What follows belongs to an exercise in optimizing a design on an open flow for a short achievable clock period and few clock cycles; a production flow would make more cautious choices. Only simulation tests tie the RTL to the original design; equivalence was not proved. Power and IR drop assume default switching activity.

**design/flow/run.sh**
```bash
#!/bin/bash
# synth_recipe.tcl (not shown) runs the flow's synth.tcl, then flattens the netlist and writes it again
# the make line also repeats each setting of config.mk as NAME=value (left out here)
make -C /OpenROAD-flow-scripts/flow DESIGN_CONFIG=/design/flow/config.mk WORK_HOME=/design/flow/orfs CLKGATE_MAP_FILE= SYNTH_SCRIPT=/design/flow/synth_recipe.tcl finish
```
**design/flow/config.mk**
```make
export PLATFORM = sky130hd
export DESIGN_NAME = rvPipeline
export DESIGN_NICKNAME = rvPipeline
export VERILOG_FILES = /design/flow/design.v
export SDC_FILE = /design/flow/constraint.sdc
export NUM_CORES = 4
export LEC_CHECK = 0
export ABC_CLOCK_PERIOD_IN_PS = 2500
export CAP_MARGIN = 20
export CORE_MARGIN = 2
export CORE_UTILIZATION = 40
export SETUP_SLACK_MARGIN = 5
export SLEW_MARGIN = 20
export TNS_END_PERCENT = 100
```
**design/flow/constraint.sdc**
```tcl
create_clock -name core_clock -period 8.0 [get_ports {clk}]
set_input_delay 1.6000 -clock core_clock [delete_from_list [all_inputs] [get_ports {clk}]]
set_output_delay 1.6000 -clock core_clock [all_outputs]
set_load 0.01 [all_outputs]
```
**design/flow/design.v**
```verilog
package rvPkg;
    typedef logic [31:0] word_t;
    typedef logic [4:0]  regAddr_t;
    localparam logic [6:0] opOp    = 7'b0110011;
    localparam logic [6:0] opOpImm = 7'b0010011;
    localparam logic [6:0] opLoad  = 7'b0000011;
    localparam logic [6:0] opStore = 7'b0100011;
    localparam logic [2:0] f3Word  = 3'b010;
    localparam int aluAdd  = 0;
    localparam int aluSub  = 1;
    localparam int aluAnd  = 2;
    localparam int aluOr   = 3;
    localparam int aluXor  = 4;
    localparam int aluSll  = 5;
    localparam int aluSrl  = 6;
    localparam int aluSra  = 7;
    localparam int aluSlt  = 8;
    localparam int aluSltu = 9;
    localparam int aluOps  = 10;
endpackage
`timescale 1ns/1ns
module fetchDecode (
    input  logic        clk,
    input  logic        rst,
    input  logic        run,
    input  logic        progWrite,
    input  logic [5:0]  progAddr,
    input  logic [31:0] progData,
    input  logic        stall,
    output logic        sValid,
    output logic [4:0]  sRs1,
    output logic [4:0]  sRs2,
    output logic [7:0]  sImm,
    output logic        xValid,
    output logic [4:0]  xRs1,
    output logic [4:0]  xRs2,
    output logic [4:0]  xRd,
    output logic        xLoad,
    output logic        xUseImm,
    output logic [31:0] xImm,
    output logic [9:0]  xAluOp
);
    logic        pwQ;
    logic [5:0]  paQ;
    logic [31:0] pdQ;
    logic [63:0][31:0] imem;
    always_ff @(posedge clk) begin
        pwQ <= progWrite && !run;
        paQ <= progAddr;
        pdQ <= progData;
    end
    genvar gi;
    generate
        for (gi = 0; gi < 64; gi++) begin : gImem
            always_ff @(posedge clk) begin
                if (pwQ && paQ == gi) imem[gi] <= pdQ;
            end
        end
    endgenerate
    logic       fetchOn;
    logic [4:0] fp;           
    logic       f1Valid;
    logic [1:0] f1Hi;
    logic [3:0][63:0] f1Cand, cand;
    logic [7:0] qV;           
    logic       launch;
    generate
        for (gi = 0; gi < 4; gi++) begin : gCand
            assign cand[gi] = {imem[{2'(gi), fp[2:0], 1'b1}], imem[{2'(gi), fp[2:0], 1'b0}]};
        end
    endgenerate
    assign launch = fetchOn && (f1Valid ? !qV[4] : !qV[6]);
    always_ff @(posedge clk) begin
        fetchOn <= run && !rst;
        if (rst || !run) begin
            fp      <= '0;
            f1Valid <= 1'b0;
        end else begin
            f1Valid <= launch;
            if (launch) fp <= fp + 1'b1;
        end
    end
    always_ff @(posedge clk) begin
        f1Cand <= cand;
        f1Hi   <= fp[4:3];
    end
    logic [7:0][31:0] qIns;
    logic [7:0]       qS, qW, qL;    
    logic [63:0] newPair;
    logic [1:0]  newS, newW, newL;
    function automatic logic [2:0] classify(input logic [31:0] w);
        logic st, wr, ld;
        st = w[6:0] == rvPkg::opStore && w[14:12] == rvPkg::f3Word;
        ld = w[6:0] == rvPkg::opLoad  && w[14:12] == rvPkg::f3Word;
        wr = (w[6:0] == rvPkg::opOp || w[6:0] == rvPkg::opOpImm || ld) && w[11:7] != 5'd0;
        classify = {st, wr, ld && wr};
    endfunction
    assign newPair = f1Cand[f1Hi];
    assign {newS[0], newW[0], newL[0]} = classify(newPair[31:0]);
    assign {newS[1], newW[1], newL[1]} = classify(newPair[63:32]);
    logic [31:0] i0, i1;
    logic have0, have2;
    logic n0, fold;        
    logic sFrom1, xFrom1;
    logic [1:0] take;
    assign i0    = qIns[0];
    assign i1    = qIns[1];
    assign have0 = qV[0];
    assign have2 = qV[1];
    assign n0    = !qS[0] && !qW[0];
    assign fold   = have2 && (n0 || (qS[0] && !qS[1] && !qL[1]));
    assign sFrom1 = n0;
    assign xFrom1 = fold && !(n0 && qS[1]);
    assign sValid = stall ? 1'b0 : fold ? (n0 ? qS[1] : 1'b1) : (have0 && qS[0]);
    assign xValid = stall ? 1'b0 : fold ? (xFrom1 && qW[1]) : (have0 && qW[0]);
    assign take   = stall ? 2'd0 : fold ? 2'd2 : {1'b0, have0};
    logic [31:0] sIns, xIns;
    assign sIns = sFrom1 ? i1 : i0;
    assign xIns = xFrom1 ? i1 : i0;
    assign sRs1 = sIns[19:15];
    assign sRs2 = sIns[24:20];
    assign sImm = {sIns[27:25], sIns[11:7]};
    logic [6:0] xOpc;
    logic [2:0] f3;
    logic isOp, alt;
    assign xOpc    = xIns[6:0];
    assign f3      = xIns[14:12];
    assign isOp    = xOpc == rvPkg::opOp;
    assign xLoad   = xOpc == rvPkg::opLoad;
    assign xRs1    = xIns[19:15];
    assign xRs2    = xIns[24:20];
    assign xRd     = xIns[11:7];
    assign xUseImm = !isOp;
    assign xImm    = {{20{xIns[31]}}, xIns[31:20]};
    assign alt     = xIns[30] && (isOp || f3 == 3'b101);
    always_comb begin
        xAluOp = '0;
        if (xLoad) begin
            xAluOp[rvPkg::aluAdd] = 1'b1;
        end else begin
            case (f3)
                3'b000: xAluOp[alt ? rvPkg::aluSub : rvPkg::aluAdd] = 1'b1;
                3'b001: xAluOp[rvPkg::aluSll]  = 1'b1;
                3'b010: xAluOp[rvPkg::aluSlt]  = 1'b1;
                3'b011: xAluOp[rvPkg::aluSltu] = 1'b1;
                3'b100: xAluOp[rvPkg::aluXor]  = 1'b1;
                3'b101: xAluOp[alt ? rvPkg::aluSra : rvPkg::aluSrl] = 1'b1;
                3'b110: xAluOp[rvPkg::aluOr]   = 1'b1;
                default: xAluOp[rvPkg::aluAnd] = 1'b1;
            endcase
        end
    end
    logic [2:0][7:0] selOld, selNew0, selNew1;
    genvar ti;
    generate
        for (ti = 0; ti < 3; ti++) begin : gTake
            for (gi = 0; gi < 8; gi++) begin : gEnt
                localparam int j = gi + ti;
                logic vj, vj1, vj2;
                assign vj  = (j < 8) ? qV[j % 8] : 1'b0;
                assign vj1 = (j == 0) ? 1'b1 : (j - 1 < 8) ? qV[(j + 7) % 8] : 1'b0;
                assign vj2 = (j <= 1) ? 1'b1 : (j - 2 < 8) ? qV[(j + 6) % 8] : 1'b0;
                assign selOld[ti][gi]  = vj;
                assign selNew0[ti][gi] = !vj && vj1;
                assign selNew1[ti][gi] = (j >= 1) && !vj && !vj1 && vj2;
            end
        end
    endgenerate
    logic [7:0] useOld, useNew0, useNew1;
    always_comb begin
        case (take)
            2'd1:    begin useOld = selOld[1]; useNew0 = selNew0[1]; useNew1 = selNew1[1]; end
            2'd2:    begin useOld = selOld[2]; useNew0 = selNew0[2]; useNew1 = selNew1[2]; end
            default: begin useOld = selOld[0]; useNew0 = selNew0[0]; useNew1 = selNew1[0]; end
        endcase
    end
    always_ff @(posedge clk) begin
        if (rst || !run) begin
            qV <= '0;
        end else begin
            qV <= useOld | ({8{f1Valid}} & (useNew0 | useNew1));
        end
    end
    generate
        for (gi = 0; gi < 8; gi++) begin : gQueue
            always_ff @(posedge clk) begin
                if (useOld[gi]) begin
                    if (take == 2'd2) begin
                        qIns[gi] <= qIns[(gi + 2) % 8];
                        qS[gi]   <= qS[(gi + 2) % 8];
                        qW[gi]   <= qW[(gi + 2) % 8];
                        qL[gi]   <= qL[(gi + 2) % 8];
                    end else if (take == 2'd1) begin
                        qIns[gi] <= qIns[(gi + 1) % 8];
                        qS[gi]   <= qS[(gi + 1) % 8];
                        qW[gi]   <= qW[(gi + 1) % 8];
                        qL[gi]   <= qL[(gi + 1) % 8];
                    end
                end else if (useNew0[gi]) begin
                    qIns[gi] <= newPair[31:0];
                    qS[gi]   <= newS[0];
                    qW[gi]   <= newW[0];
                    qL[gi]   <= newL[0];
                end else if (useNew1[gi]) begin
                    qIns[gi] <= newPair[63:32];
                    qS[gi]   <= newS[1];
                    qW[gi]   <= newW[1];
                    qL[gi]   <= newL[1];
                end
            end
        end
    endgenerate
endmodule
`timescale 1ns/1ns
module hazardForward (
    input  logic [4:0] rs,
    input  logic       eWr,
    input  logic [4:0] eRd,
    input  logic       wWr,
    input  logic [4:0] wRd,
    output logic       fromE,
    output logic       fromW
);
    assign fromE = eWr && eRd == rs;
    assign fromW = wWr && wRd == rs;
endmodule
`timescale 1ns/1ns
module aluExecute (
    input  logic [31:0] a,
    input  logic [31:0] b,
    input  logic [9:0]  op,
    output logic [31:0] res
);
    logic sub;
    logic [31:0] bx, g0, p0, s;
    logic [31:0] gk [6];
    logic [31:0] pk [6];
    logic [32:0] c;
    logic [4:0]  shamt;
    logic [31:0] sll, sr;
    logic lt, ltu;
    assign sub = op[rvPkg::aluSub] | op[rvPkg::aluSlt] | op[rvPkg::aluSltu];
    assign bx  = b ^ {32{sub}};
    assign g0  = a & bx;
    assign p0  = a ^ bx;
    assign gk[0] = g0;
    assign pk[0] = p0;
    genvar l, i;
    generate
        for (l = 0; l < 5; l++) begin : gLvl
            for (i = 0; i < 32; i++) begin : gBit
                if (i >= (1 << l)) begin : gComb
                    assign gk[l+1][i] = gk[l][i] | (pk[l][i] & gk[l][i - (1 << l)]);
                    assign pk[l+1][i] = pk[l][i] & pk[l][i - (1 << l)];
                end else begin : gPass
                    assign gk[l+1][i] = gk[l][i];
                    assign pk[l+1][i] = pk[l][i];
                end
            end
        end
    endgenerate
    assign c[0] = sub;
    generate
        for (i = 0; i < 32; i++) begin : gC
            assign c[i+1] = gk[5][i] | (pk[5][i] & sub);
        end
    endgenerate
    assign s   = p0 ^ c[31:0];
    assign ltu = !c[32];
    assign lt  = (a[31] != b[31]) ? a[31] : s[31];
    assign shamt = b[4:0];
    assign sll = a << shamt;
    assign sr  = 32'($signed({op[rvPkg::aluSra] & a[31], a}) >>> shamt);
    assign res = ({32{op[rvPkg::aluAdd] | op[rvPkg::aluSub]}} & s)
               | ({32{op[rvPkg::aluAnd]}}  & (a & b))
               | ({32{op[rvPkg::aluOr]}}   & (a | b))
               | ({32{op[rvPkg::aluXor]}}  & (a ^ b))
               | ({32{op[rvPkg::aluSll]}}  & sll)
               | ({32{op[rvPkg::aluSrl] | op[rvPkg::aluSra]}} & sr)
               | {31'b0, (op[rvPkg::aluSlt] & lt) | (op[rvPkg::aluSltu] & ltu)};
endmodule
module ksAdd8 (
    input  logic [7:0] a,
    input  logic [7:0] b,
    output logic [7:0] s
);
    logic [7:0] gk [4];
    logic [7:0] pk [4];
    assign gk[0] = a & b;
    assign pk[0] = a ^ b;
    genvar l, i;
    generate
        for (l = 0; l < 3; l++) begin : gLvl
            for (i = 0; i < 8; i++) begin : gBit
                if (i >= (1 << l)) begin : gComb
                    assign gk[l+1][i] = gk[l][i] | (pk[l][i] & gk[l][i - (1 << l)]);
                    assign pk[l+1][i] = pk[l][i] & pk[l][i - (1 << l)];
                end else begin : gPass
                    assign gk[l+1][i] = gk[l][i];
                    assign pk[l+1][i] = pk[l][i];
                end
            end
        end
    endgenerate
    assign s = pk[0] ^ {gk[3][6:0], 1'b0};
endmodule
`timescale 1ns/1ns
module memWriteback (
    input  logic        clk,
    input  logic [5:0]  waddr,
    input  logic        we,
    input  logic [31:0] wdata,
    input  logic [5:0]  raddr,
    output logic [31:0] rdata
);
    logic [63:0][31:0] dmem;
    genvar gi;
    generate
        for (gi = 0; gi < 64; gi++) begin : gDmem
            always_ff @(posedge clk) begin
                if (we && waddr == gi) dmem[gi] <= wdata;
            end
        end
    endgenerate
    assign rdata = dmem[raddr];
endmodule
`timescale 1ns/1ns
module rvPipeline #(
    parameter int imemAddrBits = 6,
    parameter int dmemAddrBits = 6
) (
    input  logic                    clk,
    input  logic                    rst,
    input  logic                    run,
    input  logic                    progWrite,
    input  logic [imemAddrBits-1:0] progAddr,
    input  rvPkg::word_t            progData,
    output logic                    wbValid,
    output rvPkg::regAddr_t         wbReg,
    output rvPkg::word_t            wbData
);
    logic        dSValid, dXValid, dXLoad, dXUseImm;
    logic [4:0]  dSRs1, dSRs2, dXRs1, dXRs2, dXRd;
    logic [7:0]  dSImm;
    logic [31:0] dXImm;
    logic [9:0]  dXAluOp;
    fetchDecode fetchDecodeInst (
        .clk(clk), .rst(rst), .run(run),
        .progWrite(progWrite), .progAddr(progAddr), .progData(progData),
        .stall(stall),
        .sValid(dSValid), .sRs1(dSRs1), .sRs2(dSRs2), .sImm(dSImm),
        .xValid(dXValid), .xRs1(dXRs1), .xRs2(dXRs2), .xRd(dXRd),
        .xLoad(dXLoad), .xUseImm(dXUseImm), .xImm(dXImm), .xAluOp(dXAluOp)
    );
    logic        stall, addrUse;
    logic        rSValid, rXValid, rXLoad, rXUseImm;
    logic [4:0]  rSRs1, rSRs2, rXRs1, rXRs2, rXRd;
    logic [7:0]  rSImm;
    logic [31:0] rXImm;
    logic [9:0]  rXAluOp;
    assign addrUse = dXValid && dXLoad && rXValid && rXRd == dXRs1;
    always_ff @(posedge clk) begin
        if (rst) stall <= 1'b0;
        else     stall <= addrUse && !stall;
    end
    always_ff @(posedge clk) begin
        if (rst) begin
            rSValid <= 1'b0;
            rXValid <= 1'b0;
        end else if (!stall) begin
            rSValid <= dSValid;
            rXValid <= dXValid;
        end
    end
    always_ff @(posedge clk) if (!stall) begin
        rSRs1    <= dSRs1;
        rSRs2    <= dSRs2;
        rSImm    <= dSImm;
        rXRs1    <= dXRs1;
        rXRs2    <= dXRs2;
        rXRd     <= dXRd;
        rXLoad   <= dXLoad;
        rXUseImm <= dXUseImm;
        rXImm    <= dXImm;
        rXAluOp  <= dXAluOp;
    end
    logic        eSValid, eXValid, eXLoad;
    logic [4:0]  eXRd;
    logic [9:0]  eXAluOp;
    logic [31:0] eXA, eXB, eSA, eSD;
    logic [7:0]  eSImm;
    logic [5:0]  eXAddr;
    logic        eXFwdA, eXFwdB, eSFwdA, eSFwdD;
    logic        wValid;
    logic [4:0]  wRd;
    logic [31:0] wLoop, wValue;
    logic [31:1] wEn;
    logic [31:1][31:0] regs;
    logic [31:0][31:0] rfView;
    assign rfView = {regs, 32'h0};
    assign wValid = wbValid;
    logic xaE, xaW, xbE, xbW, saE, saW, sdE, sdW;
    hazardForward hazXA (.rs(rXRs1), .eWr(eXValid), .eRd(eXRd), .wWr(wValid), .wRd(wRd),
                         .fromE(xaE), .fromW(xaW));
    hazardForward hazXB (.rs(rXRs2), .eWr(eXValid), .eRd(eXRd), .wWr(wValid), .wRd(wRd),
                         .fromE(xbE), .fromW(xbW));
    hazardForward hazSA (.rs(rSRs1), .eWr(eXValid), .eRd(eXRd), .wWr(wValid), .wRd(wRd),
                         .fromE(saE), .fromW(saW));
    hazardForward hazSD (.rs(rSRs2), .eWr(eXValid), .eRd(eXRd), .wWr(wValid), .wRd(wRd),
                         .fromE(sdE), .fromW(sdW));
    logic [31:0] xaVal, xbVal, saVal, sdVal;
    assign xaVal = xaW ? wValue : rfView[rXRs1];
    assign xbVal = xbW ? wValue : rfView[rXRs2];
    assign saVal = saW ? wValue : rfView[rSRs1];
    assign sdVal = sdW ? wValue : rfView[rSRs2];
    logic [7:0] rXAddr;
    ksAdd8 rAddrInst (.a(xaVal[7:0]), .b(rXImm[7:0]), .s(rXAddr));
    always_ff @(posedge clk) begin
        if (rst) begin
            eSValid <= 1'b0;
            eXValid <= 1'b0;
        end else begin
            eSValid <= rSValid && !stall;
            eXValid <= rXValid && !stall;
        end
    end
    always_ff @(posedge clk) begin
        eXLoad  <= rXLoad;
        eXRd    <= rXRd;
        eXAluOp <= rXAluOp;
        eXA     <= xaVal;
        eXAddr  <= rXAddr[7:2];
        eXB     <= rXUseImm ? rXImm : xbVal;
        eXFwdA  <= xaE;
        eXFwdB  <= xbE && !rXUseImm;
        eSA     <= saVal;
        eSD     <= sdVal;
        eSImm   <= rSImm;
        eSFwdA  <= saE;
        eSFwdD  <= sdE;
    end
    logic [31:0] xA, xB, sA, sD, aluRes, loadWord, xRes;
    logic [7:0]  sAddr;
    assign xA = eXFwdA ? wLoop : eXA;
    assign xB = eXFwdB ? wLoop : eXB;
    assign sA = eSFwdA ? wLoop : eSA;
    assign sD = eSFwdD ? wLoop : eSD;
    aluExecute aluExecuteInst (
        .a(xA), .b(xB), .op(eXAluOp), .res(aluRes)
    );
    ksAdd8 sAddrInst (.a(sA[7:0]), .b(eSImm), .s(sAddr));
    memWriteback memWritebackInst (
        .clk(clk), .waddr(sAddr[7:2]), .we(eSValid), .wdata(sD),
        .raddr(eXAddr), .rdata(loadWord)
    );
    assign xRes = eXLoad ? loadWord : aluRes;
    always_ff @(posedge clk) begin
        if (rst) begin
            wbValid <= 1'b0;
        end else begin
            wbValid <= eXValid;
        end
    end
    always_ff @(posedge clk) begin
        wbReg  <= eXRd;
        wbData <= xRes;
    end
    always_ff @(posedge clk) begin
        if (eXValid) begin
            wLoop <= xRes;
        end
    end
    always_ff @(posedge clk) begin
        if (rst) begin
            wRd    <= '0;
            wValue <= '0;
        end else if (eXValid) begin
            wRd    <= eXRd;
            wValue <= xRes;
        end
    end
    genvar gi;
    generate
        for (gi = 1; gi < 32; gi++) begin : gWen
            always_ff @(posedge clk) begin
                if (rst) wEn[gi] <= 1'b0;
                else     wEn[gi] <= eXValid && eXRd == gi;
            end
            always_ff @(posedge clk) begin
                if (wEn[gi]) regs[gi] <= wValue;
            end
        end
    endgenerate
endmodule
```
==> flow_summary.json <==
{
  "cap_viol_max_count": 0,
  "timing_max_transition_violations_final": 0,
  "path_cells": "buf_4 -> buf_4 -> mux2i_4 -> inv_1 -> ha_1 -> a21oi_1 -> nor2_1 -> a21oi_2 -> nand2_2 -> a31oi_4 -> o22ai_2 -> mux2_4 -> o221ai_4 -> and2_4",
  "grt_setup_unrepaired": "yes",
  "syn2layout_area_growth_pct": 22.0,
  "coreArea_um2": 638000,
  "result_of_the_run": "complete, no violations",
  "worstSkewPairLatency_ns": 1.11,
  "drt_wl_total_mm": 857,
  "syn_inst": 13400,
  "worst_hold_startpoint": "rSImm[7]",
  "ctsRootBufferMaster": "sky130_fd_sc_hd__clkbuf_16",
  "fmax_mhz": 260,
  "first_global_vias": 143000,
  "hold_class": "register to register",
  "synth.top_cells.by_area": "sky130_fd_sc_hd__edfxtp_1 (64%), sky130_fd_sc_hd__mux4_2 (19%), sky130_fd_sc_hd__dfxtp_1 (4.4%)",
  "grt_max_degree": 110,
  "post-synth-top-area-cell": "sky130_fd_sc_hd__edfxtp_1",
  "finalSetupViolCount": 0,
  "hpwl_dp_mm": 425,
  "detailedRoute.firstPassIterationCount": 7,
  "startpoint_type": "register",
  "finalNetCount": 14800,
  "post_route_cells_drive_above_1_share": 0.384,
  "timing_worst_slew_pin_value_ns": 1.24,
  "post-synth-top-count-cell": "sky130_fd_sc_hd__edfxtp_1",
  "globalplace.congestion": 0.963,
  "core_occupancy_in_the_finished_layout": 0.490,
  "reg2reg_slack_ns": 4.15,
  "grt_antenna_before_repair": 40,
  "fin_cells": 23600,
  "post_drt_wl_per_cell_um": 36.3,
  "hold_path_depth": 0,
  "synth_edf_count": 5452,
  "synthArstFlopShare": 0,
  "worst_setup_path_end_kind": "register",
  "yosysSeqAreaShare": 0.683,
  "wire_length_of_the_first_global_routing_pass_mm": 1160,
  "floorplan.die.width_um": 804,
  "port_buffers": 79,
  "routed-via-count": 149000,
  "cell_types_with_the_highest_counts_after_synthesis": "sky130_fd_sc_hd__edfxtp_1 (5,452), sky130_fd_sc_hd__mux4_2 (2,145), sky130_fd_sc_hd__nand2_1 (753)",
  "globalRouteTotalUtil": 0.253,
  "placed_insts": 21400,
  "cts.htree.levels": 6,
  "clk_buf_depth": 4,
  "ys.warnings.count": 9,
  "tritoncts_num_sinks": 6013,
  "synth-seq-cells": 6013,
  "fin_crit_sh": 0.481,
  "leakage_nw": 101,
  "slew_headroom": 0.175,
  "cp_data_required_time_ns": 8.96,
  "final.setup.tns_ns": 0,
  "grt_overflow": 0,
  "hold_viol_final": 0,
  "ys_dominant_reg_cell": "sky130_fd_sc_hd__edfxtp_1",
  "reg2reg_from": "eXFwdA",
  "path_class": "register to register",
  "die_area_um2": 647000,
  "netlist-cell-type-count": 90,
  "numCtsBuffers": 629,
  "cts.clk_slew.worst_paths_ns": 0.06,
  "syn-mean-instance-area_um2": 19.1,
  "rows": 293,
  "p_per_area_nw_per_um2": 298,
  "final.min_clock_period_ns": 3.85,
  "critPathMaxFanout": 9,
  "slowest_delay_ns": 0.46,
  "fin_hold_ws_ns": 0.320,
  "synth_largest_type_area_fraction": 0.639,
  "route.detailed.vias_per_inst": 6.30,
  "detail-route-antenna-nets": 0,
  "peakVddDrop_mv": 0.290,
  "crit_slowest_cell": "sky130_fd_sc_hd__dfxtp_4",
  "drt_iter0_drc": 22200,
  "holdPathEnd": "eSImm[7]",
  "number_of_nets_produced_by_synthesis": 13600,
  "worst_path_most_repeated_cell": "sky130_fd_sc_hd__buf_4",
  "arrival_ns": 4.81,
  "floorplan.die.height_um": 804,
  "drc": 0,
  "postCtsHoldBufs": 0,
  "final.setup_skew_ns": 0.0719,
  "start_util": 0.402,
  "syn_area_um2": 256000,
  "regToRegEndpoint": "wLoop[30]",
  "io_pins": 80,
  "r2r_cells": 14,
  "cts_tree": "done"
}
area by class of cell:
class	count	area (um2)
diodes	14	35.0
clock buffers	865	17400
clock inverters	287	2690
fillers	50900	325000
inverters	103	500
multi-input cells	6397	82700
flip-flops and latches	6013	175000
well taps	8407	10500
repair buffers	1529	23500
repair inverters	4	40.0
power breakdown:
group	total (W)	internal, W	switching [W]
combinational	0.0274	0.0115	0.0159
sequential	0.0371	0.0364	0.000718
clock	0.0287	0.0162	0.0126
total	0.0933	0.0641	0.0292
cells in the final DEF (no fill, tap or decap), types with 105 or more instances in the layout:
cell type and n:
sky130_fd_sc_hd__mux4_2 2145, sky130_fd_sc_hd__a21oi_1 232, sky130_fd_sc_hd__nor2_4 166, sky130_fd_sc_hd__dfxtp_1 435
sky130_fd_sc_hd__o21ai_0 156, sky130_fd_sc_hd__a31oi_1 229, sky130_fd_sc_hd__buf_12 303, sky130_fd_sc_hd__nor2b_1 295
sky130_fd_sc_hd__buf_4 570, sky130_fd_sc_hd__a211oi_1 263, sky130_fd_sc_hd__clkbuf_16 697, sky130_fd_sc_hd__mux2i_1 259
sky130_fd_sc_hd__clkbuf_1 181, sky130_fd_sc_hd__edfxtp_1 5452, sky130_fd_sc_hd__nand2_1 713, sky130_fd_sc_hd__mux2_2 426
sky130_fd_sc_hd__buf_6 216, sky130_fd_sc_hd__nor2_1 257, sky130_fd_sc_hd__buf_16 281, sky130_fd_sc_hd__clkinv_1 105
sequential cells by signal, summed over array words and instances (netlist names), 256 cells and up:
| register | cells |
|---|---|
| fetchDecodeInst.f1Cand | 256 |
| fetchDecodeInst.qIns | 256 |
| fetchDecodeInst.imem | 2048 |
| memWritebackInst.dmem | 2048 |
| regs | 992 |
critical path: cells and delay by family (launching register included):
kind | cells | cell delay [ns]
mux | 2 | 0.62
buf+inv | 3 | 0.48
flops | 1 | 0.46
fa+ha+maj | 1 | 0.34
simple gates | 3 | 0.46
compound gates | 5 | 1.37
layer usage:
layer  routed length (um)  vias to the layer above  track usage
met3                95300                     1848       0.0558
met4                40200                       18       0.0944
met1               331000                    79100        0.355
met5                  377                        -            0
met2               390000                     9413        0.389
li1                     -                    58500            -
how the worst max path moves through the flow:
stage                               to      from
5_1_grt                     wValue[31]    eXFwdB
3_5_place_dp                 wValue[0]    eXFwdA
4_1_cts                      eXAddr[5]  rXRs1[1]
2_1_floorplan  fetchDecodeInst.qIns[0]     stall
3_3_place_gp                 wValue[0]    eXFwdA
6_report                     wLoop[30]    eXFwdA
kinds of logic (layout without fill, tap and decap cells):
logic type                 Yosys count  after routing  share of synthesized area
DFF                               6013           6013                      0.683
AOI/OAI and AO/OA                 1397           1398                     0.0359
xor gates and xnor gates           115            115                    0.00393
other                                0             14                          0
muxes                             2983           2987                      0.224
adders and majority gates          117            117                    0.00571
buffers and inverters             1045           2788                     0.0166
and+or+nand+nor                   1767           1780                     0.0313
repair_timing:
action,in CTS,in global routing
setup buffers,524,182
cloned,261,65
pin swaps,183,142
resized for setup,1616,345
endpoints found under the setup margin,2952,2875
per-stage QoR:
stage | power [W] | area [um2] | setup WS (ns)
floorplan | 0.0506 | 259000 | 4.13
global placement | 0.0586 | 269000 | 2.44
detailed placement | 0.0586 | 269000 | 2.59
CTS | 0.0917 | 308000 | 4.29
global route | 0.0955 | 313000 | 4.14
finish | 0.0933 | 313000 | 4.15
Testbench counts, summed over its fixed seeds: cycles 27,031.

re-timing with driven ports:
In the flow no input, the clock included, has a driving cell. The finished layout below was timed again as built, in two steps.
Step 1 assumes that a clkbuf_16 drives the clock port and a buf_2 every other input.
Step 2, shift: input delay + t, output delay - t, t = (earliest + latest rising clock arrival at the registers) / 2. This alone moves slack from input paths to output paths.
Three values: no drivers, after step 1, after step 2; two values: the first two.
t (ns): 1.208
setup WS [ns]: 4.155 / 4.155 / 3.854
worst setup path after step 2: input to register
After both steps setup and hold are still met in this run. For this run, drivers alone change the setup slack by 0.000 ns; drivers and shift together by -0.301 ns.
